This is an optimization exercise on Yosys and OpenROAD, whose aim is small area, a short achievable clock period and few clock cycles, not a production implementation.
At most, simulation tests tie the RTL to the original design; equivalence was not proved.
Power figures rest on the tool's default switching activity, not on a simulated workload.

Design bmp_row_to_rgb565_blend_top, start of the top module:
module bmp_row_to_rgb565_blend_top (
    input  logic         aclk,
    input  logic         aresetn,
    input  logic         cfg_valid,
    output logic         cfg_ready,
    input  logic [1:0]   cfg_index,
    input  logic [15:0]  cfg_data,
    input  logic         s_valid,
    output logic         s_ready,
    input  logic [7:0]   s_data_byte,
    output logic         m_valid,
    input  logic         m_ready,
    output logic [15:0]  m_pixel_rgb565,
    output logic         m_row_last
);
==> flow/config.mk <==
export PLATFORM = sky130hd
export DESIGN_NAME = bmp_row_to_rgb565_blend_top
export DESIGN_NICKNAME = bmp_row_to_rgb565_blend_top
export VERILOG_FILES = /design/flow/design.v
export SDC_FILE = /design/flow/constraint.sdc
export NUM_CORES = 4
export LEC_CHECK = 0
export CAP_MARGIN = 20
export CORE_MARGIN = 2
export CORE_UTILIZATION = 40
export SETUP_SLACK_MARGIN = 5
export SLEW_MARGIN = 20
==> flow/constraint.sdc <==
create_clock -name core_clock -period 8.0 [get_ports {aclk}]
set_input_delay 1.6000 -clock core_clock [delete_from_list [all_inputs] [get_ports {aclk}]]
set_output_delay 1.6000 -clock core_clock [all_outputs]
set_load 0.01 [all_outputs]
standard.sh (not shown) runs the stock make flow with config.mk's settings and CLKGATE_MAP_FILE= SYNTH_SCRIPT=/design/flow/synth_recipe.tcl, a recipe that flattens the netlist after the stock synthesis.
==> flow/flow/run.sh <==
#!/bin/bash
set -euo pipefail
MARGIN=5.3
sed -e "s/SETUP_SLACK_MARGIN=[0-9.]*/SETUP_SLACK_MARGIN=${MARGIN}/" standard.sh > standard_tight.sh
grep -q "SETUP_SLACK_MARGIN=${MARGIN}" standard_tight.sh
export BUFFER_PORTS_ARGS="-buffer_cell sky130_fd_sc_hd__buf_2"
bash standard_tight.sh > flow_make.log 2>&1
test -s out/final.def
The baseline passed the timing, design-rule and antenna checks.
Change:
--- a/flow/design.v
+++ b/flow/design.v
@@ -153,73 +153,70 @@
                         default: begin
                             if (pd_nz) ph_n    = bmpb_pkg::PH_PAD;
                             else       fresh_n = 1'b1;
                         end
                     endcase
                 end
             end
         end
     end
     always_ff @(posedge aclk) begin
         if (!aresetn) begin
             fresh <= 1'b1;
+            ph    <= bmpb_pkg::PH_SKIP;
+            cnt   <= 12'd0;
             bip   <= 2'd0;
         end else begin
             fresh <= fresh_n;
+            ph    <= ph_n;
+            cnt   <= cnt_n;
             bip   <= bip_n;
         end
-        ph  <= ph_n;
-        cnt <= cnt_n;
     end
     logic [7:0] hb, hg, hr, ha;
     logic [9:0] ha3;
     logic       hl;
     always_ff @(posedge aclk) begin
         if (accept && bip == 2'd0) hb <= s_data_byte;
         if (accept && bip == 2'd1) hg <= s_data_byte;
         if (accept && bip == 2'd2) hr <= s_data_byte;
         if (emit) begin
             ha  <= s_data_byte;
             ha3 <= {2'b00, s_data_byte} + {1'b0, s_data_byte, 1'b0};
             hl  <= cnt_end;
         end
     end
-    logic [1:0] seq;                 
     logic       v0b, v0g, v0r;
+    logic       t1b, t1g, t1r, s1;
     logic [7:0] c0, k0, d0;
     logic [8:0] df0;
     logic       s0;
     assign v0b = emitbl;
-    assign v0g = (seq == 2'd1);
-    assign v0r = (seq == 2'd2);
-    always_ff @(posedge aclk) begin
-        if (!aresetn) seq <= 2'd0;
-        else          seq <= v0b ? 2'd1 : (v0g ? 2'd2 : 2'd0);
-    end
+    assign v0g = t1b;
+    assign v0r = t1g;
     always_comb begin
         if (v0g) begin
             c0 = hg;
             k0 = {bg[10:5], 2'b00};
         end else if (v0r) begin
             c0 = hr;
             k0 = {bg[15:11], 3'b000};
         end else begin
             c0 = hb;
             k0 = {bg[4:0], 3'b000};
         end
         df0 = {1'b0, c0} - {1'b0, k0};
         s0  = df0[8];
         d0  = s0 ? (8'd0 - df0[7:0]) : df0[7:0];
     end
-    logic       t1b, t1g, t1r, s1;
     logic [7:0] d1;
     logic       t2b, t2g, t2r, s2;
     logic [11:0] x2, y2;
     logic       t3b, t3g, t3r, s3, c3;
     logic [7:0] ph3;
     always_ff @(posedge aclk) begin
         if (!aresetn) begin
             {t1b, t1g, t1r} <= 3'b000;
             {t2b, t2g, t2r} <= 3'b000;
             {t3b, t3g, t3r} <= 3'b000;
         end else begin
             {t1b, t1g, t1r} <= {v0b, v0g, v0r};
@@ -246,49 +243,48 @@
     assign p2     = {4'd0, x2} + {y2, 4'd0};
     assign lowsum = {1'b0, p2[7:0]} + {1'b0, p2[15:8]} + 9'd1;
     always_ff @(posedge aclk) begin
         s1  <= s0;
         d1  <= d0;
         s2  <= s1;
         x2  <= x1;
         y2  <= y1;
         s3  <= s2;
         ph3 <= p2[15:8];
         c3  <= lowsum[8];
     end
-    logic [7:0] xr;
-    logic       cin;
-    logic [4:0] k5, sum5;
-    logic [5:0] sum6;
-    assign xr   = ph3 ^ {8{s3}};
-    assign cin  = c3 ^ s3;
-    assign k5   = t3r ? bg[15:11] : bg[4:0];
-    assign sum5 = k5 + xr[7:3] + {4'd0, cin & (&xr[2:0])};
-    assign sum6 = bg[10:5] + xr[7:2] + {5'd0, cin & (&xr[1:0])};
+    logic [7:0] k3, res, xr;
+    always_comb begin
+        if (t3g)      k3 = {bg[10:5], 2'b00};
+        else if (t3r) k3 = {bg[15:11], 3'b000};
+        else          k3 = {bg[4:0], 3'b000};
+        xr  = ph3 ^ {8{s3}};
+        res = k3 + xr + {7'd0, c3 ^ s3};
+    end
     logic [15:0] qpix [D];
     logic        qlst [D];
     logic [D-1:0] vld, used;
     logic        commit, pop;
     logic [15:0] wd;
     logic        wl;
     logic cdir, wr_b, wr_g, wr_r;
     assign cdir = emitdir;
     assign wr_b   = cdir || t3b;
     assign wr_g   = cdir || t3g;
     assign wr_r   = cdir || t3r;
     assign commit = cdir || t3r;
-    assign wd[4:0]   = fmt[1] ? sum5 : (f565 ? hb[4:0] : hb[7:3]);
-    assign wd[10:5]  = fmt[1] ? sum6 : (f565 ? {s_data_byte[2:0], hb[7:5]} : hg[7:2]);
-    assign wd[15:11] = fmt[1] ? sum5 : s_data_byte[7:3];
-    assign wl     = fmt[1] ? hl : cnt_end;
+    assign wd[4:0]   = fmt[1] ? res[7:3] : (f565 ? hb[4:0] : hb[7:3]);
+    assign wd[10:5]  = fmt[1] ? res[7:2] : (f565 ? {s_data_byte[2:0], hb[7:5]} : hg[7:2]);
+    assign wd[15:11] = fmt[1] ? res[7:3] : (f565 ? s_data_byte[7:3] : s_data_byte[7:3]);
+    assign wl     = cdir ? cnt_end : hl;
     assign pop    = vld[0] && m_ready;
     always_ff @(posedge aclk) begin
         for (int i = 0; i < D; i++) begin
             logic wsel;
             if (pop) wsel = vld[i] && (i == D-1 || !vld[(i+1) % D]);
             else     wsel = (i == 0 || vld[(i+D-1) % D]) && !vld[i];
             if (pop && i < D-1) begin
                 qpix[i] <= qpix[(i+1) % D];
                 qlst[i] <= qlst[(i+1) % D];
             end
             if (wr_b && wsel) begin
                 qpix[i][4:0] <= wd[4:0];
Result: Sequential share of layout area goes down by 0.72 points; worst setup slack gets better by 0.011 ns; wire length is about the same; final cell count shrinks by 0.76%; clock skew barely changes; register-to-register slack got worse by 0.09 ns; total power falls by 2.7%; combinational power rises by 4.7%; cell area came out lower by 2.7%; sequential cell count goes down by 5; clock power went down by 7.8%; non-clock buffer count shrinks by 1; global-route usage came out lower by 0.12 points.
Testbench counts after the change, summed over its fixed seeds: cycles 148,106.
Only the layout flow was run in the first run of this note; the RTL was not checked for function there.

-- what the ideal ports hide --
The results above use ideal ports. As a check the final layouts listed here were re-extracted and re-timed, cells and wires unchanged. Step 1 sets driving cells, clkbuf_16 on the clock port and buf_2 on the other inputs (assumed; they add their load-dependent delay and slew). Step 2 also shifts input and output timing later by t, the mid clock arrival at the registers, as if the neighbouring blocks saw the same clock. Three values: ideal ports, drivers, drivers and shift; two values: the first two.
run | t, ns | setup WS [ns] | worst hold slack (ns) | worst setup path after step 2 | clock arrival spread, ns
the first run | 0.483 | 5.218 / 5.184 / 4.701 | 0.344 / 0.344 / 0.344 | input to register | 0.018 / 0.018
the second run | 0.477 | 5.229 / 5.229 / 4.777 | 0.318 / 0.318 / 0.318 | input to register | 0.018 / 0.017
After both steps every run listed still meets setup and hold. The setup slack of the first run, which loses most, moves by -0.034 ns with the drivers and by -0.517 ns with both steps.
